This is an optimization exercise on Yosys and OpenROAD, whose aim is small area, a short achievable clock period and few clock cycles per item, not a production implementation. In this exercise RTL edits were held to simulation tests only and were not proved equivalent to the original.

## flow/design.v (module list and top-level ports; edited modules follow where they fit)
// module cdajd_gcd: 42 lines
// module cdajd_zinv: 232 lines
// module cdajd_cent: 88 lines
// module cdajd_jdn: 326 lines
// module cdajd_qlane: 157 lines
// module cdajd_mult: 386 lines
// module civil_datetime_to_ajd_fraction: 138 lines
module civil_datetime_to_ajd_fraction (
    input  logic        clk,
    input  logic        rst_n,
    input  logic        in_valid,
    output logic        in_ready,
    input  logic        in_mode,
    input  logic [13:0] in_year,
    input  logic [3:0]  in_month,
    input  logic [4:0]  in_day,
    input  logic [4:0]  in_hour,
    input  logic [5:0]  in_minute,
    input  logic [5:0]  in_second,
    output logic        out_valid,
    input  logic        out_ready,
    output logic [22:0] out_julian_day,
    output logic [39:0] out_ajd_numerator,
    output logic [17:0] out_ajd_denominator
);
  // ...
==> flow/run.sh <==
#!/bin/bash
# synth_recipe.tcl (not shown) runs the flow's synth.tcl, then flattens the netlist and writes it again
# the make line also repeats each setting of config.mk as NAME=value (left out here)
make -C /OpenROAD-flow-scripts/flow DESIGN_CONFIG=/design/flow/config.mk WORK_HOME=/design/flow/orfs CLKGATE_MAP_FILE= SYNTH_SCRIPT=/design/flow/synth_recipe.tcl finish
==> flow/config.mk <==
export PLATFORM = sky130hd
export DESIGN_NAME = civil_datetime_to_ajd_fraction
export DESIGN_NICKNAME = civil_datetime_to_ajd_fraction
export VERILOG_FILES = /design/flow/design.v
export SDC_FILE = /design/flow/constraint.sdc
export NUM_CORES = 4
export LEC_CHECK = 0
export ABC_AREA = 1
export CAP_MARGIN = 20
export CORE_MARGIN = 2
export CORE_UTILIZATION = 65
export SETUP_SLACK_MARGIN = 5
export SLEW_MARGIN = 20
==> flow/constraint.sdc <==
create_clock -name core_clock -period 10.0 [get_ports {clk}]
set_input_delay 2.0000 -clock core_clock [delete_from_list [all_inputs] [get_ports {clk}]]
set_output_delay 2.0000 -clock core_clock [all_outputs]
set_load 0.01 [all_outputs]
==> results.rst, run 1 <==
.. list-table::
   :header-rows: 1

   * - Metric
     - Value
   * - Overflow left after global routing
     - 0
   * - Number of clock buffers in the layout
     - 29
   * - Setup TNS Final
     - 0 ns
   * - Final Worst Setup Slack
     - 4.65 ns
   * - Fill count
     - 2645
   * - Count of antenna-violating nets left after detailed routing
     - 0
   * - Main combinational cell family by area after synthesis
     - adder cells
   * - Synth Area in Compound Gates
     - 10.2%
   * - Number of DRC markers after the initial detailed-route iteration
     - 1797
   * - Syn_area_per_cell
     - 9.03 µm²
   * - Reg2reg path depth
     - 22
   * - Total of cells resized after clock tree synthesis
     - 240
   * - Crit Path Max Fanout
     - 5
   * - Run status
     - complete, no violations
   * - Average routed wire per standard cell
     - 19.2 µm
   * - Met3 Use GR
     - 6.05%
   * - Class of the tightest hold or removal check
     - flip-flop to flip-flop
   * - Routability-driven placement congestion ratio
     - 0.921
   * - Setup repair after global routing missed its margin
     - yes
   * - Drt via density
     - 5.80
   * - Clk sink count
     - 241
   * - Die span in y
     - 206 µm
   * - Final number of max-transition violations
     - 0
   * - Number of cells on the critical path
     - 22
   * - Floorplan die area
     - 42500 µm²
   * - Proportion of final cell area spent on non-clock buffers
     - 9.66%
   * - Skew-Pair Late Insertion Delay
     - 0.57 ns
   * - Total wire length
     - 71600 µm
   * - Worst hold slack
     - 0.415 ns
   * - Final critical-path required period
     - 5.35 ns
   * - Sequential portion of the cell area
     - 22.6%
   * - Delay contributed by the slowest stage of the critical path
     - 0.56 ns
   * - Setup crit end kind
     - flip-flop
   * - Count of buffering cells on the critical path with inverters included
     - 6
   * - Part of the Yosys area used for sequential elements
     - 27.2%
   * - Share of Yosys cell area claimed by the top area cell type
     - 26.7%
   * - Flip-flop cell with the highest count after synthesis
     - sky130_fd_sc_hd__edfxtp_1
   * - # hold bufs at CTS
     - 0
   * - Inserted tap cell count
     - 532
   * - Fraction of final layout cells with drive strength greater than 1
     - 17.2%
Testbench counts, summed over its fixed seeds: cycles 800, items 768.
==> module cdajd_mult, before the edit <==
module cdajd_mult (
    input  logic [22:0] jd,
    input  logic [17:0] qp,
    input  logic [2:0]  a,
    input  logic [11:0] sel,    
    output logic [39:0] num
);
    logic        n0, n1, n2, k0, k1, k2;
    logic [3:0]  e2;
    logic [2:0]  e3;
    logic [1:0]  e4;
    logic [22:0] r0, r1;
    logic [25:0] r2;
    logic [24:0] r3, r4;
    logic [17:0] rq;
    logic [46:0] w;
    assign {n0, n1, n2, e2, e3, e4} = sel;
    assign k0 = ~n0;
    assign k1 = ~n1;
    assign k2 = ~n2 | ~e2[0];
    assign r0 = jd ^ {23{n0}};
    assign r1 = jd ^ {23{n1}};
    assign r2 = ({26{e2[0]}} & {3'd0, jd ^ {23{n2}}}) | ({26{e2[1]}} & {2'd0, jd, 1'd0})
              | ({26{e2[2]}} & {1'd0, jd, 2'd0}) | ({26{e2[3]}} & {jd, 3'd0});
    assign r3 = ({25{e3[0]}} & {2'd0, jd}) | ({25{e3[1]}} & {1'd0, jd, 1'd0}) | ({25{e3[2]}} & {jd, 2'd0});
    assign r4 = ({25{e4[0]}} & {2'd0, jd}) | ({25{e4[1]}} & {jd, 2'd0});
    assign rq = {~qp[17], qp[16:0]};
    logic nm_w1, nm_w2;
    logic nm_w3, nm_w4;
    logic nm_w5, nm_w6;
    logic nm_w7, nm_w8;
    logic nm_w9, nm_w10;
    logic nm_w11, nm_w12;
    logic nm_w13, nm_w14;
    logic nm_w15, nm_w16;
    logic nm_w17, nm_w18;
    logic nm_w19, nm_w20;
    logic nm_w21, nm_w22;
    logic nm_w23, nm_w24;
    logic nm_w25, nm_w26;
    logic nm_w27, nm_w28;
    logic nm_w29, nm_w30;
    logic nm_w31, nm_w32;
    logic nm_w33, nm_w34;
    logic nm_w35, nm_w36;
    logic nm_w37, nm_w38;
    logic nm_w39, nm_w40;
    logic nm_w41, nm_w42;
    logic nm_w43, nm_w44;
    logic nm_w45, nm_w46;
    logic nm_w47, nm_w48;
    logic nm_w49, nm_w50;
    logic nm_w51, nm_w52;
    logic nm_w53, nm_w54;
    logic nm_w55, nm_w56;
    logic nm_w57, nm_w58;
    logic nm_w59, nm_w60;
    logic nm_w61, nm_w62;
    logic nm_w63, nm_w64;
    logic nm_w65, nm_w66;
    logic nm_w67, nm_w68;
    logic nm_w69, nm_w70;
    logic nm_w71, nm_w72;
    logic nm_w73, nm_w74;
    logic nm_w75, nm_w76;
    logic nm_w77, nm_w78;
    logic nm_w79, nm_w80;
    logic nm_w81, nm_w82;
    logic nm_w83, nm_w84;
    logic nm_w85, nm_w86;
    logic nm_w87, nm_w88;
    logic nm_w89, nm_w90;
    logic nm_w91, nm_w92;
    logic nm_w93, nm_w94;
    logic nm_w95, nm_w96;
    logic nm_w97, nm_w98;
    logic nm_w99, nm_w100;
    logic nm_w101, nm_w102;
    logic nm_w103, nm_w104;
    logic nm_w105, nm_w106;
    logic nm_w107, nm_w108;
    logic nm_w109, nm_w110;
    logic nm_w111, nm_w112;
    logic nm_w113, nm_w114;
    logic nm_w115, nm_w116;
    logic nm_w117, nm_w118;
    logic nm_w119, nm_w120;
    logic nm_w121, nm_w122;
    logic nm_w123, nm_w124;
    logic nm_w125, nm_w126;
    logic nm_w127, nm_w128;
    logic nm_w129, nm_w130;
    logic nm_w131, nm_w132;
    logic nm_w133, nm_w134;
    logic nm_w135, nm_w136;
    logic nm_w137, nm_w138;
    logic nm_w139, nm_w140;
    logic nm_w141, nm_w142;
    logic nm_w143, nm_w144;
    logic nm_w145, nm_w146;
    logic nm_w147, nm_w148;
    logic nm_w149, nm_w150;
    logic nm_w151, nm_w152;
    logic nm_w153, nm_w154;
    logic nm_w155, nm_w156;
    logic nm_w157, nm_w158;
    logic nm_w159, nm_w160;
    logic nm_w161, nm_w162;
    logic nm_w163, nm_w164;
    logic nm_w165, nm_w166;
    logic nm_w167, nm_w168;
    logic nm_w169, nm_w170;
    logic nm_w171, nm_w172;
    logic nm_w173, nm_w174;
    logic nm_w175, nm_w176;
    logic nm_w177, nm_w178;
    logic nm_w179, nm_w180;
    logic nm_w181, nm_w182;
    logic nm_w183, nm_w184;
    logic nm_w185, nm_w186;
    logic nm_w187, nm_w188;
    logic nm_w189, nm_w190;
    logic nm_w191, nm_w192;
    logic nm_w193, nm_w194;
    logic nm_w195, nm_w196;
    logic nm_w197, nm_w198;
    logic nm_w199, nm_w200;
    logic nm_w201, nm_w202;
    logic nm_w203, nm_w204;
    logic nm_w205, nm_w206;
    logic nm_w207, nm_w208;
    logic nm_w209, nm_w210;
    logic nm_w211, nm_w212;
    logic nm_w213, nm_w214;
    logic nm_w215, nm_w216;
    logic nm_w217, nm_w218;
    logic nm_w219, nm_w220;
    logic nm_w221, nm_w222;
    logic nm_w223, nm_w224;
    logic nm_w225, nm_w226;
    logic nm_w227, nm_w228;
    logic nm_w229, nm_w230;
    logic nm_w231, nm_w232;
    logic nm_w233, nm_w234;
    logic [47:0] nm_ra, nm_rb;
    logic [47:0] nm_sum;
    assign nm_w1 = r0[10] ^ r1[9];
    assign nm_w2 = r0[10] & r1[9];
    assign nm_w3 = r0[11] ^ r1[10];
    assign nm_w4 = r0[11] & r1[10];
    assign nm_w5 = r0[12] ^ r1[11];
    assign nm_w6 = r0[12] & r1[11];
    assign nm_w7 = r0[13] ^ r1[12];
    assign nm_w8 = r0[13] & r1[12];
    assign nm_w9 = r0[14] ^ r1[13];
    assign nm_w10 = r0[14] & r1[13];
    assign nm_w11 = r0[15] ^ r1[14];
    assign nm_w12 = r0[15] & r1[14];
    assign nm_w13 = r0[16] ^ r1[15];
    assign nm_w14 = r0[16] & r1[15];
    assign nm_w15 = r0[17] ^ r1[16];
    assign nm_w16 = r0[17] & r1[16];
    assign nm_w17 = r0[18] ^ r1[17];
    assign nm_w18 = r0[18] & r1[17];
    assign nm_w19 = r0[19] ^ r1[18];
    assign nm_w20 = r0[19] & r1[18];
    assign nm_w21 = r0[20] ^ r1[19];
    assign nm_w22 = r0[20] & r1[19];
    assign nm_w23 = r0[21] ^ r1[20];
    assign nm_w24 = r0[21] & r1[20];
    assign nm_w25 = r0[22] ^ r1[21];
    assign nm_w26 = r0[22] & r1[21];
    assign nm_w27 = r0[2] ^ r1[1];
    assign nm_w28 = r0[2] & r1[1];
    assign nm_w29 = r0[3] ^ r1[2];
    assign nm_w30 = r0[3] & r1[2];
    assign nm_w31 = r0[4] ^ r1[3];
    assign nm_w32 = r0[4] & r1[3];
    assign nm_w33 = r0[5] ^ r1[4] ^ r2[3];
    assign nm_w34 = (r0[5] & r1[4]) | (r0[5] & r2[3]) | (r1[4] & r2[3]);
    assign nm_w35 = r0[6] ^ r1[5] ^ r2[4];
    assign nm_w36 = (r0[6] & r1[5]) | (r0[6] & r2[4]) | (r1[5] & r2[4]);
    assign nm_w37 = r0[7] ^ r1[6] ^ r2[5];
    assign nm_w38 = (r0[7] & r1[6]) | (r0[7] & r2[5]) | (r1[6] & r2[5]);
    assign nm_w39 = r3[2] ^ r4[0];
    assign nm_w40 = r3[2] & r4[0];
    assign nm_w41 = r0[8] ^ r1[7] ^ r2[6];
    assign nm_w42 = (r0[8] & r1[7]) | (r0[8] & r2[6]) | (r1[7] & r2[6]);
    assign nm_w43 = r3[3] ^ r4[1] ^ rq[15];
    assign nm_w44 = (r3[3] & r4[1]) | (r3[3] & rq[15]) | (r4[1] & rq[15]);
    assign nm_w45 = r0[9] ^ r1[8] ^ r2[7];
    assign nm_w46 = (r0[9] & r1[8]) | (r0[9] & r2[7]) | (r1[8] & r2[7]);
    assign nm_w47 = r3[4] ^ r4[2] ^ rq[16];
    assign nm_w48 = (r3[4] & r4[2]) | (r3[4] & rq[16]) | (r4[2] & rq[16]);
    assign nm_w49 = r2[8] ^ r3[5] ^ r4[3];
    assign nm_w50 = (r2[8] & r3[5]) | (r2[8] & r4[3]) | (r3[5] & r4[3]);
    assign nm_w51 = rq[17] ^ nm_w1 ^ 1'b1;
    assign nm_w52 = (rq[17] & nm_w1) | (rq[17] & 1'b1) | (nm_w1 & 1'b1);
    assign nm_w53 = nm_w2 ^ r2[9] ^ r3[6];
    assign nm_w54 = (nm_w2 & r2[9]) | (nm_w2 & r3[6]) | (r2[9] & r3[6]);
    assign nm_w55 = r4[4] ^ nm_w3 ^ 1'b1;
    assign nm_w56 = (r4[4] & nm_w3) | (r4[4] & 1'b1) | (nm_w3 & 1'b1);
    assign nm_w57 = nm_w4 ^ r2[10] ^ r3[7];
    assign nm_w58 = (nm_w4 & r2[10]) | (nm_w4 & r3[7]) | (r2[10] & r3[7]);
    assign nm_w59 = r4[5] ^ nm_w5 ^ 1'b1;
    assign nm_w60 = (r4[5] & nm_w5) | (r4[5] & 1'b1) | (nm_w5 & 1'b1);
    assign nm_w61 = nm_w6 ^ r2[11] ^ r3[8];
    assign nm_w62 = (nm_w6 & r2[11]) | (nm_w6 & r3[8]) | (r2[11] & r3[8]);
    assign nm_w63 = r4[6] ^ nm_w7 ^ 1'b1;
    assign nm_w64 = (r4[6] & nm_w7) | (r4[6] & 1'b1) | (nm_w7 & 1'b1);
    assign nm_w65 = nm_w8 ^ r2[12] ^ r3[9];
    assign nm_w66 = (nm_w8 & r2[12]) | (nm_w8 & r3[9]) | (r2[12] & r3[9]);
    assign nm_w67 = r4[7] ^ nm_w9 ^ 1'b1;
    assign nm_w68 = (r4[7] & nm_w9) | (r4[7] & 1'b1) | (nm_w9 & 1'b1);
    assign nm_w69 = nm_w10 ^ r2[13] ^ r3[10];
    assign nm_w70 = (nm_w10 & r2[13]) | (nm_w10 & r3[10]) | (r2[13] & r3[10]);
    assign nm_w71 = r4[8] ^ nm_w11 ^ 1'b1;
    assign nm_w72 = (r4[8] & nm_w11) | (r4[8] & 1'b1) | (nm_w11 & 1'b1);
    assign nm_w73 = nm_w12 ^ r2[14] ^ r3[11];
    assign nm_w74 = (nm_w12 & r2[14]) | (nm_w12 & r3[11]) | (r2[14] & r3[11]);
    assign nm_w75 = r4[9] ^ nm_w13 ^ 1'b1;
    assign nm_w76 = (r4[9] & nm_w13) | (r4[9] & 1'b1) | (nm_w13 & 1'b1);
    assign nm_w77 = nm_w14 ^ r2[15] ^ r3[12];
    assign nm_w78 = (nm_w14 & r2[15]) | (nm_w14 & r3[12]) | (r2[15] & r3[12]);
    assign nm_w79 = r4[10] ^ nm_w15 ^ 1'b1;
    assign nm_w80 = (r4[10] & nm_w15) | (r4[10] & 1'b1) | (nm_w15 & 1'b1);
    assign nm_w81 = nm_w16 ^ r2[16] ^ r3[13];
    assign nm_w82 = (nm_w16 & r2[16]) | (nm_w16 & r3[13]) | (r2[16] & r3[13]);
    assign nm_w83 = r4[11] ^ nm_w17 ^ 1'b1;
    assign nm_w84 = (r4[11] & nm_w17) | (r4[11] & 1'b1) | (nm_w17 & 1'b1);
    assign nm_w85 = nm_w18 ^ r2[17] ^ r3[14];
    assign nm_w86 = (nm_w18 & r2[17]) | (nm_w18 & r3[14]) | (r2[17] & r3[14]);
    assign nm_w87 = r4[12] ^ nm_w19 ^ 1'b1;
    assign nm_w88 = (r4[12] & nm_w19) | (r4[12] & 1'b1) | (nm_w19 & 1'b1);
    assign nm_w89 = nm_w20 ^ r2[18] ^ r3[15];
    assign nm_w90 = (nm_w20 & r2[18]) | (nm_w20 & r3[15]) | (r2[18] & r3[15]);
    assign nm_w91 = r4[13] ^ nm_w21 ^ 1'b1;
    assign nm_w92 = (r4[13] & nm_w21) | (r4[13] & 1'b1) | (nm_w21 & 1'b1);
    assign nm_w93 = nm_w22 ^ r2[19] ^ r3[16];
    assign nm_w94 = (nm_w22 & r2[19]) | (nm_w22 & r3[16]) | (r2[19] & r3[16]);
    assign nm_w95 = r4[14] ^ nm_w23 ^ 1'b1;
    assign nm_w96 = (r4[14] & nm_w23) | (r4[14] & 1'b1) | (nm_w23 & 1'b1);
    assign nm_w97 = nm_w24 ^ r2[20] ^ r3[17];
    assign nm_w98 = (nm_w24 & r2[20]) | (nm_w24 & r3[17]) | (r2[20] & r3[17]);
    assign nm_w99 = r4[15] ^ nm_w25 ^ 1'b1;
    assign nm_w100 = (r4[15] & nm_w25) | (r4[15] & 1'b1) | (nm_w25 & 1'b1);
    assign nm_w101 = nm_w26 ^ r1[22] ^ r2[21];
    assign nm_w102 = (nm_w26 & r1[22]) | (nm_w26 & r2[21]) | (r1[22] & r2[21]);
    assign nm_w103 = r3[18] ^ r4[16] ^ k0;
    assign nm_w104 = (r3[18] & r4[16]) | (r3[18] & k0) | (r4[16] & k0);
    assign nm_w105 = r2[22] ^ r3[19] ^ r4[17];
    assign nm_w106 = (r2[22] & r3[19]) | (r2[22] & r4[17]) | (r3[19] & r4[17]);
    assign nm_w107 = r2[23] ^ r3[20];
    assign nm_w108 = r2[23] & r3[20];
    assign nm_w109 = r2[24] ^ r3[21];
    assign nm_w110 = r2[24] & r3[21];
    assign nm_w111 = r2[25] ^ r3[22];
    assign nm_w112 = r2[25] & r3[22];
    assign nm_w113 = r0[1] ^ r1[0];
    assign nm_w114 = r0[1] & r1[0];
    assign nm_w115 = r2[0] ^ rq[9] ^ n2;
    assign nm_w116 = (r2[0] & rq[9]) | (r2[0] & n2) | (rq[9] & n2);
    assign nm_w117 = nm_w28 ^ r2[1] ^ rq[10];
    assign nm_w118 = (nm_w28 & r2[1]) | (nm_w28 & rq[10]) | (r2[1] & rq[10]);
    assign nm_w119 = nm_w30 ^ r2[2] ^ rq[11];
    assign nm_w120 = (nm_w30 & r2[2]) | (nm_w30 & rq[11]) | (r2[2] & rq[11]);
    assign nm_w121 = nm_w32 ^ r3[0] ^ rq[12];
    assign nm_w122 = (nm_w32 & r3[0]) | (nm_w32 & rq[12]) | (r3[0] & rq[12]);
    assign nm_w123 = nm_w34 ^ r3[1] ^ rq[13];
    assign nm_w124 = (nm_w34 & r3[1]) | (nm_w34 & rq[13]) | (r3[1] & rq[13]);
    assign nm_w125 = nm_w36 ^ rq[14] ^ nm_w37;
    assign nm_w126 = (nm_w36 & rq[14]) | (nm_w36 & nm_w37) | (rq[14] & nm_w37);
    assign nm_w127 = nm_w38 ^ nm_w40 ^ nm_w41;
    assign nm_w128 = (nm_w38 & nm_w40) | (nm_w38 & nm_w41) | (nm_w40 & nm_w41);
    assign nm_w129 = nm_w42 ^ nm_w44 ^ nm_w45;
    assign nm_w130 = (nm_w42 & nm_w44) | (nm_w42 & nm_w45) | (nm_w44 & nm_w45);
    assign nm_w131 = nm_w46 ^ nm_w48 ^ nm_w49;
    assign nm_w132 = (nm_w46 & nm_w48) | (nm_w46 & nm_w49) | (nm_w48 & nm_w49);
    assign nm_w133 = nm_w50 ^ nm_w52 ^ nm_w53;
    assign nm_w134 = (nm_w50 & nm_w52) | (nm_w50 & nm_w53) | (nm_w52 & nm_w53);
    assign nm_w135 = nm_w54 ^ nm_w56 ^ nm_w57;
    assign nm_w136 = (nm_w54 & nm_w56) | (nm_w54 & nm_w57) | (nm_w56 & nm_w57);
    assign nm_w137 = nm_w58 ^ nm_w60 ^ nm_w61;
    assign nm_w138 = (nm_w58 & nm_w60) | (nm_w58 & nm_w61) | (nm_w60 & nm_w61);
    assign nm_w139 = nm_w62 ^ nm_w64 ^ nm_w65;
    assign nm_w140 = (nm_w62 & nm_w64) | (nm_w62 & nm_w65) | (nm_w64 & nm_w65);
    assign nm_w141 = nm_w66 ^ nm_w68 ^ nm_w69;
    assign nm_w142 = (nm_w66 & nm_w68) | (nm_w66 & nm_w69) | (nm_w68 & nm_w69);
    assign nm_w143 = nm_w70 ^ nm_w72 ^ nm_w73;
    assign nm_w144 = (nm_w70 & nm_w72) | (nm_w70 & nm_w73) | (nm_w72 & nm_w73);
    assign nm_w145 = nm_w74 ^ nm_w76 ^ nm_w77;
    assign nm_w146 = (nm_w74 & nm_w76) | (nm_w74 & nm_w77) | (nm_w76 & nm_w77);
    assign nm_w147 = nm_w78 ^ nm_w80 ^ nm_w81;
    assign nm_w148 = (nm_w78 & nm_w80) | (nm_w78 & nm_w81) | (nm_w80 & nm_w81);
    assign nm_w149 = nm_w82 ^ nm_w84 ^ nm_w85;
    assign nm_w150 = (nm_w82 & nm_w84) | (nm_w82 & nm_w85) | (nm_w84 & nm_w85);
    assign nm_w151 = nm_w86 ^ nm_w88 ^ nm_w89;
    assign nm_w152 = (nm_w86 & nm_w88) | (nm_w86 & nm_w89) | (nm_w88 & nm_w89);
    assign nm_w153 = nm_w90 ^ nm_w92 ^ nm_w93;
    assign nm_w154 = (nm_w90 & nm_w92) | (nm_w90 & nm_w93) | (nm_w92 & nm_w93);
    assign nm_w155 = nm_w94 ^ nm_w96 ^ nm_w97;
    assign nm_w156 = (nm_w94 & nm_w96) | (nm_w94 & nm_w97) | (nm_w96 & nm_w97);
    assign nm_w157 = nm_w98 ^ nm_w100 ^ nm_w101;
    assign nm_w158 = (nm_w98 & nm_w100) | (nm_w98 & nm_w101) | (nm_w100 & nm_w101);
    assign nm_w159 = nm_w102 ^ nm_w104 ^ k1;
    assign nm_w160 = (nm_w102 & nm_w104) | (nm_w102 & k1) | (nm_w104 & k1);
    assign nm_w161 = nm_w106 ^ r4[18] ^ k2;
    assign nm_w162 = (nm_w106 & r4[18]) | (nm_w106 & k2) | (r4[18] & k2);
    assign nm_w163 = nm_w108 ^ r4[19] ^ nm_w109;
    assign nm_w164 = (nm_w108 & r4[19]) | (nm_w108 & nm_w109) | (r4[19] & nm_w109);
    assign nm_w165 = nm_w110 ^ r4[20] ^ nm_w111;
    assign nm_w166 = (nm_w110 & r4[20]) | (nm_w110 & nm_w111) | (r4[20] & nm_w111);
    assign nm_w167 = nm_w112 ^ r3[23] ^ r4[21];
    assign nm_w168 = (nm_w112 & r3[23]) | (nm_w112 & r4[21]) | (r3[23] & r4[21]);
    assign nm_w169 = r3[24] ^ r4[22];
    assign nm_w170 = r3[24] & r4[22];
    assign nm_w171 = r0[0] ^ rq[7];
    assign nm_w172 = r0[0] & rq[7];
    assign nm_w173 = rq[8] ^ n1 ^ nm_w113;
    assign nm_w174 = (rq[8] & n1) | (rq[8] & nm_w113) | (n1 & nm_w113);
    assign nm_w175 = nm_w114 ^ nm_w27 ^ nm_w115;
    assign nm_w176 = (nm_w114 & nm_w27) | (nm_w114 & nm_w115) | (nm_w27 & nm_w115);
    assign nm_w177 = nm_w116 ^ nm_w29 ^ nm_w117;
    assign nm_w178 = (nm_w116 & nm_w29) | (nm_w116 & nm_w117) | (nm_w29 & nm_w117);
    assign nm_w179 = nm_w118 ^ nm_w31 ^ nm_w119;
    assign nm_w180 = (nm_w118 & nm_w31) | (nm_w118 & nm_w119) | (nm_w31 & nm_w119);
    assign nm_w181 = nm_w120 ^ nm_w33 ^ nm_w121;
    assign nm_w182 = (nm_w120 & nm_w33) | (nm_w120 & nm_w121) | (nm_w33 & nm_w121);
    assign nm_w183 = nm_w122 ^ nm_w35 ^ nm_w123;
    assign nm_w184 = (nm_w122 & nm_w35) | (nm_w122 & nm_w123) | (nm_w35 & nm_w123);
    assign nm_w185 = nm_w124 ^ nm_w39 ^ nm_w125;
    assign nm_w186 = (nm_w124 & nm_w39) | (nm_w124 & nm_w125) | (nm_w39 & nm_w125);
    assign nm_w187 = nm_w126 ^ nm_w43 ^ nm_w127;
    assign nm_w188 = (nm_w126 & nm_w43) | (nm_w126 & nm_w127) | (nm_w43 & nm_w127);
    assign nm_w189 = nm_w128 ^ nm_w47 ^ nm_w129;
    assign nm_w190 = (nm_w128 & nm_w47) | (nm_w128 & nm_w129) | (nm_w47 & nm_w129);
    assign nm_w191 = nm_w130 ^ nm_w51 ^ nm_w131;
    assign nm_w192 = (nm_w130 & nm_w51) | (nm_w130 & nm_w131) | (nm_w51 & nm_w131);
    assign nm_w193 = nm_w132 ^ nm_w55 ^ nm_w133;
    assign nm_w194 = (nm_w132 & nm_w55) | (nm_w132 & nm_w133) | (nm_w55 & nm_w133);
    assign nm_w195 = nm_w134 ^ nm_w59 ^ nm_w135;
    assign nm_w196 = (nm_w134 & nm_w59) | (nm_w134 & nm_w135) | (nm_w59 & nm_w135);
    assign nm_w197 = nm_w136 ^ nm_w63 ^ nm_w137;
    assign nm_w198 = (nm_w136 & nm_w63) | (nm_w136 & nm_w137) | (nm_w63 & nm_w137);
    assign nm_w199 = nm_w138 ^ nm_w67 ^ nm_w139;
    assign nm_w200 = (nm_w138 & nm_w67) | (nm_w138 & nm_w139) | (nm_w67 & nm_w139);
    assign nm_w201 = nm_w140 ^ nm_w71 ^ nm_w141;
    assign nm_w202 = (nm_w140 & nm_w71) | (nm_w140 & nm_w141) | (nm_w71 & nm_w141);
    assign nm_w203 = nm_w142 ^ nm_w75 ^ nm_w143;
    assign nm_w204 = (nm_w142 & nm_w75) | (nm_w142 & nm_w143) | (nm_w75 & nm_w143);
    assign nm_w205 = nm_w144 ^ nm_w79 ^ nm_w145;
    assign nm_w206 = (nm_w144 & nm_w79) | (nm_w144 & nm_w145) | (nm_w79 & nm_w145);
    assign nm_w207 = nm_w146 ^ nm_w83 ^ nm_w147;
    assign nm_w208 = (nm_w146 & nm_w83) | (nm_w146 & nm_w147) | (nm_w83 & nm_w147);
    assign nm_w209 = nm_w148 ^ nm_w87 ^ nm_w149;
    assign nm_w210 = (nm_w148 & nm_w87) | (nm_w148 & nm_w149) | (nm_w87 & nm_w149);
    assign nm_w211 = nm_w150 ^ nm_w91 ^ nm_w151;
    assign nm_w212 = (nm_w150 & nm_w91) | (nm_w150 & nm_w151) | (nm_w91 & nm_w151);
    assign nm_w213 = nm_w152 ^ nm_w95 ^ nm_w153;
    assign nm_w214 = (nm_w152 & nm_w95) | (nm_w152 & nm_w153) | (nm_w95 & nm_w153);
    assign nm_w215 = nm_w154 ^ nm_w99 ^ nm_w155;
    assign nm_w216 = (nm_w154 & nm_w99) | (nm_w154 & nm_w155) | (nm_w99 & nm_w155);
    assign nm_w217 = nm_w156 ^ nm_w103 ^ nm_w157;
    assign nm_w218 = (nm_w156 & nm_w103) | (nm_w156 & nm_w157) | (nm_w103 & nm_w157);
    assign nm_w219 = nm_w158 ^ nm_w105 ^ nm_w159;
    assign nm_w220 = (nm_w158 & nm_w105) | (nm_w158 & nm_w159) | (nm_w105 & nm_w159);
    assign nm_w221 = nm_w160 ^ nm_w107 ^ nm_w161;
    assign nm_w222 = (nm_w160 & nm_w107) | (nm_w160 & nm_w161) | (nm_w107 & nm_w161);
    assign nm_w223 = nm_w162 ^ nm_w163 ^ 1'b1;
    assign nm_w224 = (nm_w162 & nm_w163) | (nm_w162 & 1'b1) | (nm_w163 & 1'b1);
    assign nm_w225 = nm_w164 ^ nm_w165 ^ 1'b1;
    assign nm_w226 = (nm_w164 & nm_w165) | (nm_w164 & 1'b1) | (nm_w165 & 1'b1);
    assign nm_w227 = nm_w166 ^ nm_w167 ^ 1'b1;
    assign nm_w228 = (nm_w166 & nm_w167) | (nm_w166 & 1'b1) | (nm_w167 & 1'b1);
    assign nm_w229 = nm_w168 ^ nm_w169 ^ 1'b1;
    assign nm_w230 = (nm_w168 & nm_w169) | (nm_w168 & 1'b1) | (nm_w169 & 1'b1);
    assign nm_w231 = nm_w170 ^ r4[23] ^ 1'b1;
    assign nm_w232 = (nm_w170 & r4[23]) | (nm_w170 & 1'b1) | (r4[23] & 1'b1);
    assign nm_w233 = r4[24] ^ 1'b1;
    assign nm_w234 = r4[24] & 1'b1;
    assign nm_ra = {1'd0, 1'b1, 1'b1, 1'b1, 1'b1, 1'b1, 1'b1, 1'b1, nm_w234, nm_w232, nm_w230, nm_w228, nm_w226, nm_w224, nm_w222, nm_w220, nm_w218, nm_w216, nm_w214, nm_w212, nm_w210, nm_w208, nm_w206, nm_w204, nm_w202, nm_w200, nm_w198, nm_w196, nm_w194, nm_w192, nm_w190, nm_w188, nm_w186, nm_w184, nm_w182, nm_w180, nm_w178, nm_w176, nm_w174, nm_w172, n0, rq[6], rq[5], rq[4], rq[3], rq[2], rq[1], rq[0]};
    assign nm_rb = {1'd0, 1'b0, 1'b0, 1'b0, 1'b0, 1'b0, 1'b0, 1'b0, 1'b1, nm_w233, nm_w231, nm_w229, nm_w227, nm_w225, nm_w223, nm_w221, nm_w219, nm_w217, nm_w215, nm_w213, nm_w211, nm_w209, nm_w207, nm_w205, nm_w203, nm_w201, nm_w199, nm_w197, nm_w195, nm_w193, nm_w191, nm_w189, nm_w187, nm_w185, nm_w183, nm_w181, nm_w179, nm_w177, nm_w175, nm_w173, nm_w171, 1'b0, 1'b0, 1'b0, 1'b0, 1'b0, 1'b0, 1'b0};
    assign nm_sum = cdajd_pkg::bk_add(nm_ra, nm_rb);
    assign w = nm_sum[46:0];
    assign num = 40'(w >> a);
endmodule
==> module civil_datetime_to_ajd_fraction, before the edit <==
module civil_datetime_to_ajd_fraction (
    input  logic        clk,
    input  logic        rst_n,
    input  logic        in_valid,
    output logic        in_ready,
    input  logic        in_mode,
    input  logic [13:0] in_year,
    input  logic [3:0]  in_month,
    input  logic [4:0]  in_day,
    input  logic [4:0]  in_hour,
    input  logic [5:0]  in_minute,
    input  logic [5:0]  in_second,
    output logic        out_valid,
    input  logic        out_ready,
    output logic [22:0] out_julian_day,
    output logic [39:0] out_ajd_numerator,
    output logic [17:0] out_ajd_denominator
);
    logic v1, v2, v3, ov;
    logic adv_o, adv_3, adv_2, adv_1;
    logic full_r;
    assign adv_o    = !ov || out_ready;
    assign adv_3    = !v3 || adv_o;
    assign adv_2    = !v2 || adv_3;
    assign adv_1    = !v1 || adv_2;
    assign in_ready = !full_r || out_ready;
    always_ff @(posedge clk or negedge rst_n)
    begin
        if (!rst_n)
        begin
            v1     <= 1'b0;
            v2     <= 1'b0;
            v3     <= 1'b0;
            ov     <= 1'b0;
            full_r <= 1'b0;
        end
        else
        begin
            if (adv_1) v1 <= in_valid;
            if (adv_2) v2 <= v1;
            if (adv_3) v3 <= v2;
            if (adv_o) ov <= v3;
            full_r <= (adv_1 ? in_valid : v1) && (adv_2 ? v1 : v2)
                   && (adv_3 ? v2 : v3) && (adv_o ? v3 : ov);
        end
    end
    logic [4:0]  hh;
    logic [5:0]  mi, ss;
    logic [7:0]  cya;
    logic        fa;
    assign hh = in_mode ? in_hour   : 5'd0;
    assign mi = in_mode ? in_minute : 6'd0;
    assign ss = in_mode ? in_second : 6'd0;
    cdajd_cent u_cent (.year(in_year), .month(in_month), .cy(cya), .f(fa));
    logic [13:0] year1;
    logic [3:0]  month1;
    logic [4:0]  day1;
    logic [7:0]  cy1;
    logic        f1;
    logic [4:0]  hh1;
    logic [5:0]  mi1, ss1;
    always_ff @(posedge clk)
    begin
        if (adv_1)
        begin
            year1  <= in_year;
            month1 <= in_month;
            day1   <= in_day;
            cy1    <= cya;
            f1     <= fa;
            hh1    <= hh;
            mi1    <= mi;
            ss1    <= ss;
        end
    end
    logic [22:0] jdb;
    logic [17:0] zib;     
    logic [1:0]  b1, c1;
    cdajd_gcd  u_gcd (.hh(hh1), .mi(mi1), .ss(ss1), .b(b1), .c(c1));
    cdajd_jdn  u_jd (.year(year1), .month(month1), .day(day1), .cy(cy1), .f(f1), .jd(jdb));
    cdajd_zinv u_zi (.hh(hh1), .mi(mi1), .ss(ss1), .zi(zib));
    logic [22:0] jd2;
    logic [17:0] zi2;
    logic [1:0]  b2, c2;
    logic [11:0] sel2;
    always_ff @(posedge clk)
    begin
        if (adv_2)
        begin
            jd2 <= jdb;
            zi2 <= zib;
            b2  <= b1;
            c2  <= c1;
            sel2 <= cdajd_pkg::row_sel(cdajd_pkg::row_plan({b1, c1}));
        end
    end
    logic [17:0] qpc;     
    cdajd_qlane u_q (.zi(zi2), .sel(sel2), .q(qpc));
    logic [22:0] jd3;
    logic [17:0] qp3;
    logic [2:0]  a3;
    logic [1:0]  b3, c3;
    logic [11:0] sel3;
    always_ff @(posedge clk)
    begin
        if (adv_3)
        begin
            jd3 <= jd2;
            qp3 <= qpc;
            a3  <= zi2[0] ? 3'd0 : zi2[1] ? 3'd1 : zi2[2] ? 3'd2 : zi2[3] ? 3'd3 :
                   zi2[4] ? 3'd4 : zi2[5] ? 3'd5 : zi2[6] ? 3'd6 : 3'd7;
            b3  <= b2;
            c3  <= c2;
            sel3 <= sel2;
        end
    end
    logic [39:0] numc;
    cdajd_mult u_mul (.jd(jd3), .qp(qp3), .a(a3), .sel(sel3), .num(numc));
    logic [22:0] rjd;
    logic [39:0] rnum;
    logic [2:0]  ra;
    logic [1:0]  rb, rc;
    always_ff @(posedge clk)
    begin
        if (adv_o)
        begin
            rjd  <= jd3;
            rnum <= numc;
            ra   <= a3;
            rb   <= b3;
            rc   <= c3;
        end
    end
    assign out_valid           = ov;
    assign out_julian_day      = rjd;
    assign out_ajd_numerator   = rnum;
    assign out_ajd_denominator = {1'b0, cdajd_pkg::den_of({ra, rb, rc})};
endmodule
==> run 2, diff against run 1 <==
--- a/flow/design.v
+++ b/flow/design.v
@@ -909,9 +909,8 @@
 module cdajd_mult (
     input  logic [22:0] jd,
     input  logic [17:0] qp,
-    input  logic [2:0]  a,
     input  logic [11:0] sel,    
-    output logic [39:0] num
+    output logic [46:0] w
 );
     logic        n0, n1, n2, k0, k1, k2;
     logic [3:0]  e2;
@@ -921,7 +920,6 @@
     logic [25:0] r2;
     logic [24:0] r3, r4;
     logic [17:0] rq;
-    logic [46:0] w;
     assign {n0, n1, n2, e2, e3, e4} = sel;
     assign k0 = ~n0;
     assign k1 = ~n1;
@@ -1290,7 +1288,6 @@
     assign nm_rb = {1'd0, 1'b0, 1'b0, 1'b0, 1'b0, 1'b0, 1'b0, 1'b0, 1'b1, nm_w233, nm_w231, nm_w229, nm_w227, nm_w225, nm_w223, nm_w221, nm_w219, nm_w217, nm_w215, nm_w213, nm_w211, nm_w209, nm_w207, nm_w205, nm_w203, nm_w201, nm_w199, nm_w197, nm_w195, nm_w193, nm_w191, nm_w189, nm_w187, nm_w185, nm_w183, nm_w181, nm_w179, nm_w177, nm_w175, nm_w173, nm_w171, 1'b0, 1'b0, 1'b0, 1'b0, 1'b0, 1'b0, 1'b0};
     assign nm_sum = cdajd_pkg::bk_add(nm_ra, nm_rb);
     assign w = nm_sum[46:0];
-    assign num = 40'(w >> a);
 endmodule
 module civil_datetime_to_ajd_fraction (
     input  logic        clk,
@@ -1408,10 +1405,10 @@
             sel3 <= sel2;
         end
     end
-    logic [39:0] numc;
-    cdajd_mult u_mul (.jd(jd3), .qp(qp3), .a(a3), .sel(sel3), .num(numc));
+    logic [46:0] wc;
+    cdajd_mult u_mul (.jd(jd3), .qp(qp3), .sel(sel3), .w(wc));
     logic [22:0] rjd;
-    logic [39:0] rnum;
+    logic [46:0] rw;
     logic [2:0]  ra;
     logic [1:0]  rb, rc;
     always_ff @(posedge clk)
@@ -1419,7 +1416,7 @@
         if (adv_o)
         begin
             rjd  <= jd3;
-            rnum <= numc;
+            rw   <= wc;
             ra   <= a3;
             rb   <= b3;
             rc   <= c3;
@@ -1427,6 +1424,6 @@
     end
     assign out_valid           = ov;
     assign out_julian_day      = rjd;
-    assign out_ajd_numerator   = rnum;
+    assign out_ajd_numerator   = 40'(rw >> ra);
     assign out_ajd_denominator = {1'b0, cdajd_pkg::den_of({ra, rb, rc})};
 endmodule
--- a/flow/config.mk
+++ b/flow/config.mk
@@ -8,6 +8,6 @@
 export ABC_AREA = 1
 export CAP_MARGIN = 20
 export CORE_MARGIN = 2
-export CORE_UTILIZATION = 65
+export CORE_UTILIZATION = 55
 export SETUP_SLACK_MARGIN = 5
 export SLEW_MARGIN = 20
==> run 2 against run 1 <==
  * First-iteration DRC count down 33%
  * Clock-buffer cell count unchanged
  * Clock skew down 0.020 ns
  * Highest routed layer unchanged
==> results.rst, run 2 <==
.. list-table::
   :header-rows: 1

   * - Metric
     - Value
   * - # hold bufs at CTS
     - 0 (unchanged)
   * - Global-route usage over all layers
     - 25.1%
   * - Dpl cells
     - 3609
   * - Most common library cell in the layout ignoring fill and taps
     - sky130_fd_sc_hd__inv_1
   * - Setup violators final
     - 0
   * - Maximum number of pins on one net before global-route repair
     - 73
   * - Fin crit share
     - 49.9%
   * - Setup repair after global routing missed its margin
     - yes
   * - Max Cap Viol
     - 0
   * - Filler-free cell count of the finished design
     - 3797
   * - Number of top-level pins
     - 128
   * - Flip-flop cell with the highest count after synthesis
     - sky130_fd_sc_hd__edfxtp_1
   * - Effective utilization at floorplan
     - 55.7%
   * - FFs w/ async S/R, synth
     - 2.08%
   * - Antenna violations before repair
     - 1
   * - Number of port buffers
     - 126
   * - Most repeated cell in the gate-level netlist after synthesis
     - sky130_fd_sc_hd__inv_1
   * - Chip Width
     - 224 µm
   * - Area overhead of the layout relative to synthesis
     - 14.7%
   * - Crit start category
     - input port
   * - Flip-flop count of the largest register after layout
     - 41
   * - Buffer type at the clock tree root
     - sky130_fd_sc_hd__clkbuf_16
   * - Routed length on met2
     - 31900 µm
   * - Die span in y
     - 224 µm (+8.6%)
   * - Core Area
     - 47700 µm²
   * - Final number of max-transition violations
     - 0 (unchanged)
   * - Worst endpoint required time
     - 8.00 ns
   * - Clock tree from TritonCTS
     - yes
   * - Routability-driven placement congestion ratio
     - 0.902 (-2.0%)
   * - Number of DRC markers after the initial detailed-route iteration
     - 1197 (-33%)
   * - Slew margin rel.
     - 34.8%
   * - Delay contributed by the slowest stage of the critical path
     - 0.57 ns (about the same)
   * - Setup TNS Final
     - 0 ns (unchanged)
   * - Total of warnings raised by yosys
     - 7
   * - Total wire length
     - 64000 µm (-11%)
   * - Number of buffers inserted during clock tree synthesis
     - 29
   * - Data arrival time at the worst-slack endpoint
     - 2.99 ns
   * - Setup CP Type
     - input port to output port
   * - Number of detailed-route iterations in the first pass
     - 8
   * - Final net count
     - 3736
   * - Top post-synthesis cells by area
     - sky130_fd_sc_hd__edfxtp_1, sky130_fd_sc_hd__fa_1, sky130_fd_sc_hd__ha_1
   * - Clk sink count
     - 240 (-0.41%)
   * - Drt via density
     - 5.39 (-7.1%)
   * - Run status
     - complete, no violations
   * - Crit Path Max Fanout
     - 2 (-3)
   * - Amount of wire on met3 after detailed routing
     - 3260 µm
   * - Class of the tightest hold or removal check
     - flip-flop to flip-flop
   * - Gate count after technology mapping
     - 2983
   * - Number of levels in the clock H-tree
     - 1
   * - Number of rows created at floorplan
     - 80
   * - Vias
     - 20500
   * - Launching point of the worst reg2reg path
     - month1[0]
   * - Count of antenna-violating nets left after detailed routing
     - 0 (unchanged)
   * - Final count of hold timing violations
     - 0
   * - Skew-Pair Late Insertion Delay
     - 0.57 ns (about the same)
   * - Transition time at the pin with the least slew margin
     - 0.977 ns
   * - Yosys top cell by area
     - sky130_fd_sc_hd__edfxtp_1
   * - Kind of cell with the highest combined delay on the critical path
     - buffers and inverters
   * - Average routed wire per standard cell
     - 16.9 µm (-12%)
   * - Clk_skew
     - 0.0138 ns
   * - Final standard cell utilization of the core
     - 63.8%
   * - Part of the Yosys area used for sequential elements
     - 27.0% (-0.14 points)
   * - Start point of the worst min-delay path
     - jd2[8]
   * - Slowest cell on the critical path
     - sky130_fd_sc_hd__clkdlybuf4s50_1
   * - Syn_nets
     - 3560
   * - Post-route DRC violation count
     - 0
   * - Count of buffering cells on the critical path with inverters included
     - 3 (-3)
   * - Max Used Layer
     - met4
   * - Floorplan die area
     - 50100 µm² (+18%)
   * - Global-route wire length before repair
     - 102000 µm
   * - Final critical-path required period
     - 4.99 ns (-0.365 ns)
   * - Number of enable-type register cells in the synthesized netlist
     - 235
   * - Share of Yosys cell area claimed by the top area cell type
     - 26.5% (-0.14 points)
   * - Syn_area_per_cell
     - 8.91 µm² (-1.3%)
   * - Worst path cell trace
     - clkdlybuf4s50_1 > inv_2 > nand2_2 > clkdlybuf4s15_2
   * - Maximum achievable frequency
     - 201 MHz
   * - Register clock-pin slew on the reported worst setup and hold paths
     - 0.06 ns
   * - Routed met1 length
     - 26500 µm
   * - Fraction of final layout cells with drive strength greater than 1
     - 10.4% (-6.7 points)
   * - Commonest non-fill, non-tap cells in the layout
     - sky130_fd_sc_hd__inv_1, sky130_fd_sc_hd__nand2_1, sky130_fd_sc_hd__fa_1
   * - Total standard cell area after synthesis
     - 26600 µm²
   * - Setup crit end kind
     - output port
   * - Top cell types by occurrence after synthesis
     - sky130_fd_sc_hd__inv_1, sky130_fd_sc_hd__nand2_1, sky130_fd_sc_hd__fa_1
   * - Post-synthesis cell type count
     - 56
   * - Clock Path Buffers
     - 3
   * - Register ranked first by flip-flop count
     - rw
   * - Overflow left after global routing
     - 0 (unchanged)
   * - Critical path launch point
     - out_ready
   * - HPWL Detailed
     - 48400 µm
   * - Number of global-route vias before repair
     - 20700
   * - Count of state elements after synthesis
     - 240
==> run 2: repair_timing <==
action | CTS | global route
buffers inserted | 20 | 106
endpoints found under the setup margin | 126 | 111
gates resized for setup | 28 | 101
pin swaps | 4 | 24
gates cloned | 5 | 3
hold endpoints to repair | 0 | 0
==> run 2: cell type report <==
cell class / instances / area, µm²
timing repair inverter: 7 / 47.5
multi-input combinational: 1949 / 16700
antenna: 1 / 2.50
sequential: 240 / 7180
tap: 615 / 769
fill: 4121 / 17300
timing repair buffer: 262 / 2330
inverter: 670 / 2580
clock buffer: 29 / 726
clock inverter: 24 / 170
==> run 2: layer usage <==
layer	global-route usage [%]	up-vias
li1	-	9857
met1	31.3	9773
met2	45.4	656
met3	3.03	178
met4	8.49	0
met5	0	-
==> run 2: final timing paths <==
kind / to / slack [ns] / cells after the start
max: in_ready / 5.01 / 4
min: jd3[8] / 0.42 / 0
max reg2reg: jd2[15] / 5.02 / 20
min reg2reg: jd3[8] / 0.42 / 0
max in group asynchronous: full_r / 8.16 / 1
min in group asynchronous: v1 / 1.65 / 1
==> run 2: stage by stage <==
step	area (µm²)	hold WS, ns	setup WS [ns]
floorplan	26600	0.400	5.14
global placement	28200	0.400	3.82
detailed placement	28200	0.405	3.78
CTS	29300	0.418	5.00
global route	30500	0.422	4.79
finish	30500	0.416	5.01
==> run 2: logic make-up (layout without fill, tap and decap cells) <==
kind of cell	count (synthesis)	in the layout	synth area share, %
and+or+nand+nor	838	839	13.2
buffers and inverters	795	992	11.5
adders and majority gates	532	532	33.4
AOI/OAI and AO/OA	420	420	9.62
DFF	240	240	27.0
xor gates and xnor gates	147	147	4.84
muxes	10	10	0.377
other	1	2	0.0141
Testbench counts of run 2, summed over its fixed seeds: cycles 800, items 768.
==> run 3, diff against run 2 <==
--- a/flow/config.mk
+++ b/flow/config.mk
@@ -6,8 +6,8 @@
 export NUM_CORES = 4
 export LEC_CHECK = 0
 export ABC_AREA = 1
-export CAP_MARGIN = 20
+export CAP_MARGIN = 10
 export CORE_MARGIN = 2
 export CORE_UTILIZATION = 55
 export SETUP_SLACK_MARGIN = 5
-export SLEW_MARGIN = 20
+export SLEW_MARGIN = 10
==> run 3 against run 2 <==
  * Synthesized area stayed put
  * Worst setup slack unchanged
  * Register-to-register slack barely moved
  * Non-clock buffer count stayed put
  * Flip-flop and latch count stayed put
  * Clock-buffer cell count is the same
  * Synthesized cell count unchanged
  * Final area is the same
  * Maximum frequency did not move
  * Utilization unchanged
  * Highest routed layer unchanged
==> results.rst, run 3 <==
.. list-table::
   :header-rows: 1

   * - Metric
     - Value
   * - Setup TNS Final
     - 0 ns (unchanged)
   * - Setup repair after global routing missed its margin
     - yes
   * - Register clock-pin slew on the reported worst setup and hold paths
     - 0.06 ns (about the same)
   * - Most repeated cell in the gate-level netlist after synthesis
     - sky130_fd_sc_hd__inv_1
   * - Vias
     - 20500 (unchanged)
   * - Gate count after technology mapping
     - 2983 (unchanged)
   * - Overflow left after global routing
     - 0 (unchanged)
   * - HPWL Detailed
     - 48400 µm (unchanged)
   * - Average routed wire per standard cell
     - 16.9 µm (unchanged)
   * - Yosys top cell by area
     - sky130_fd_sc_hd__edfxtp_1
   * - Antenna violations before repair
     - 1 (unchanged)
   * - Transition time at the pin with the least slew margin
     - 0.977 ns (unchanged)
   * - Fraction of final layout cells with drive strength greater than 1
     - 10.4% (unchanged)
   * - # hold bufs at CTS
     - 0 (unchanged)
   * - Total standard cell area after synthesis
     - 26600 µm² (unchanged)
   * - Clk sink count
     - 240 (unchanged)
   * - Drt via density
     - 5.39 (unchanged)
   * - Top cell types by occurrence after synthesis
     - sky130_fd_sc_hd__inv_1, sky130_fd_sc_hd__nand2_1, sky130_fd_sc_hd__fa_1
   * - Share of Yosys cell area claimed by the top area cell type
     - 26.5% (unchanged)
   * - Number of top-level pins
     - 128 (unchanged)
   * - Commonest non-fill, non-tap cells in the layout
     - sky130_fd_sc_hd__inv_1, sky130_fd_sc_hd__nand2_1, sky130_fd_sc_hd__fa_1
   * - Number of detailed-route iterations in the first pass
     - 8 (unchanged)
   * - Total wire length
     - 64000 µm (unchanged)
   * - Run status
     - complete, no violations
   * - Number of buffers inserted during clock tree synthesis
     - 29 (unchanged)
   * - Part of the Yosys area used for sequential elements
     - 27.0% (unchanged)
   * - Number of levels in the clock H-tree
     - 1 (unchanged)
   * - Max Cap Viol
     - 0 (unchanged)
   * - Total of warnings raised by yosys
     - 7 (unchanged)
   * - Core Area
     - 47700 µm² (unchanged)
   * - Final count of hold timing violations
     - 0 (unchanged)
   * - Count of antenna-violating nets left after detailed routing
     - 0 (unchanged)
   * - Class of the tightest hold or removal check
     - flip-flop to flip-flop
   * - Crit Path Max Fanout
     - 2 (unchanged)
   * - Area overhead of the layout relative to synthesis
     - 14.7% (unchanged)
   * - Fin crit share
     - 49.9% (unchanged)
   * - Post-route DRC violation count
     - 0 (unchanged)
   * - Number of rows created at floorplan
     - 80 (unchanged)
   * - Clk_skew
     - 0.0138 ns (unchanged)
   * - Post-synthesis cell type count
     - 56 (unchanged)
   * - Setup violators final
     - 0 (unchanged)
   * - Buffer type at the clock tree root
     - sky130_fd_sc_hd__clkbuf_16
   * - Syn_area_per_cell
     - 8.91 µm² (unchanged)
   * - Chip Width
     - 224 µm (unchanged)
   * - Count of state elements after synthesis
     - 240 (unchanged)
   * - Skew-Pair Late Insertion Delay
     - 0.57 ns (about the same)
   * - Data arrival time at the worst-slack endpoint
     - 2.99 ns (about the same)
   * - Die span in y
     - 224 µm (unchanged)
   * - Slew margin rel.
     - 34.8% (unchanged)
   * - Final net count
     - 3736 (unchanged)
   * - Global-route usage over all layers
     - 25.1% (unchanged)
   * - Maximum achievable frequency
     - 201 MHz (unchanged)
   * - Most common library cell in the layout ignoring fill and taps
     - sky130_fd_sc_hd__inv_1
   * - Number of port buffers
     - 126 (unchanged)
   * - Global-route wire length before repair
     - 102000 µm (unchanged)
   * - Syn_nets
     - 3560 (unchanged)
   * - Fill count
     - 4121 (unchanged)
   * - Number of enable-type register cells in the synthesized netlist
     - 235 (unchanged)
   * - Final number of max-transition violations
     - 0 (unchanged)
   * - Number of DRC markers after the initial detailed-route iteration
     - 1197 (unchanged)
   * - Effective utilization at floorplan
     - 55.7% (unchanged)
   * - Flip-flop count of the largest register after layout
     - 41 (unchanged)
   * - Floorplan die area
     - 50100 µm² (unchanged)
   * - Setup crit end kind
     - output port
   * - Crit start category
     - input port
   * - FFs w/ async S/R, synth
     - 2.08% (unchanged)
   * - Maximum number of pins on one net before global-route repair
     - 73 (unchanged)
   * - Register ranked first by flip-flop count
     - rw
   * - Routability-driven placement congestion ratio
     - 0.902 (unchanged)
   * - Final critical-path required period
     - 4.99 ns (unchanged)
   * - Number of global-route vias before repair
     - 20700 (unchanged)
   * - Clock tree from TritonCTS
     - yes
   * - Clock Path Buffers
     - 3 (unchanged)
   * - Worst endpoint required time
     - 8.00 ns (about the same)
   * - Flip-flop cell with the highest count after synthesis
     - sky130_fd_sc_hd__edfxtp_1
   * - Setup CP Type
     - input port to output port
   * - Top post-synthesis cells by area
     - sky130_fd_sc_hd__edfxtp_1, sky130_fd_sc_hd__fa_1, sky130_fd_sc_hd__ha_1
[run 3: cell counts in the layout (fill, tap and decap cells not counted)]
Identical to the previous run, type by type.
[run 3: cell type report]
type                       instances  area [µm²]  share of cell area (%)
antenna                            1        2.50                 0.00821
multi-input combinational       1949       16700                    54.7
timing repair buffer             262        2330                    7.66
sequential                       240        7180                    23.6
clock buffer                      29         726                    2.38
timing repair inverter             7        47.5                   0.156
clock inverter                    24         170                   0.558
inverter                         670        2580                    8.46
tap                              615         769                    2.52
[run 3: final timing paths]
path                            from  endpoint  slack, ns  depth (start not counted)
setup / recovery           out_ready  in_ready       5.01                          4
hold / removal                jd2[8]    jd3[8]       0.42                          0
setup reg to reg           month1[0]   jd2[15]       5.02                         20
hold reg to reg               jd2[8]    jd3[8]       0.42                          0
max in group asynchronous      rst_n    full_r       8.16                          1
min in group asynchronous      rst_n        v1       1.65                          1
[run 3: timing repair]
action	in CTS	in global routing
pin swaps	4	24
hold endpoints to repair	0	0
resized for setup	28	101
setup endpoints to repair	126	111
cloned	5	3
buffers inserted	20	106
[run 3: critical path, stage by stage]
cell and delay, ns:
sky130_fd_sc_hd__clkdlybuf4s50_1 0.57, sky130_fd_sc_hd__inv_2 0.09, sky130_fd_sc_hd__nand2_2 0.10, sky130_fd_sc_hd__clkdlybuf4s15_2 0.23
[run 3: metrics by stage]
stage | area, µm² | instances | setup WS [ns] | util (%) | hold slack, ns
after floorplan | 26600 | 2983 | 5.14 | - | 0.400
after global placement | 28200 | 3609 | 3.82 | 59.0 | 0.400
after detailed placement | 28200 | 3609 | 3.78 | 59.0 | 0.405
after CTS | 29300 | 3687 | 5.00 | 61.4 | 0.418
after global routing | 30500 | 3796 | 4.79 | 63.8 | 0.422
final | 30500 | 3797 | 5.01 | 63.8 | 0.416
[run 3: logic make-up after synthesis]
kind of cell    count (synthesis)  synth area share (%)
simple gates                  838                  13.2
buf+inv                       795                  11.5
fa+ha+maj                     532                  33.4
compound gates                420                  9.62
flops                         240                  27.0
xor+xnor                      147                  4.84
mux                            10                 0.377
other cells                     1                0.0141
[run 3: per-layer routing]
| layer | wire (µm) | vias to the layer above | share of wire (%) | GRT usage [%] |
|---|---|---|---|---|
| met1 | 26500 | 9773 | 41 | 31.3 |
| met4 | 2360 | 0 | 3.7 | 8.49 |
| li1 | - | 9857 | - | - |
| met2 | 31900 | 656 | 50 | 45.4 |
| met3 | 3260 | 178 | 5.1 | 3.03 |
| met5 | 0 | - | 0 | 0 |

-- what the ideal ports hide --
No port has a modelled driver above. Below, the same layouts with a new extraction and two added sets of constraints. Step 1 sets driving cells, clkbuf_16 on the clock port and buf_2 on the other inputs (assumed; they add their load-dependent delay and slew). Step 2, shift: input delay + t, output delay - t, t = (earliest + latest rising clock arrival at the registers) / 2. This alone moves slack from input paths to output paths. Slacks: ideal / step 1 / step 2; pairs: ideal / step 1.
| run | t (ns) | slack for setup (ns) | worst hold slack (ns) | worst setup path at the end | slew at the worst register clock pin (ns) |
|---|---|---|---|---|---|
| run 1 | 0.605 | 4.649 / 4.649 / 4.446 | 0.415 / 0.415 / 0.415 | input to register | 0.07 / 0.07 |
| run 2 | 0.625 | 5.014 / 4.990 / 4.511 | 0.416 / 0.416 / 0.416 | input to register | 0.06 / 0.06 |
| run 3 | 0.625 | 5.014 / 4.990 / 4.511 | 0.416 / 0.416 / 0.416 | input to register | 0.06 / 0.06 |
After both steps setup and hold are still met in every run listed.
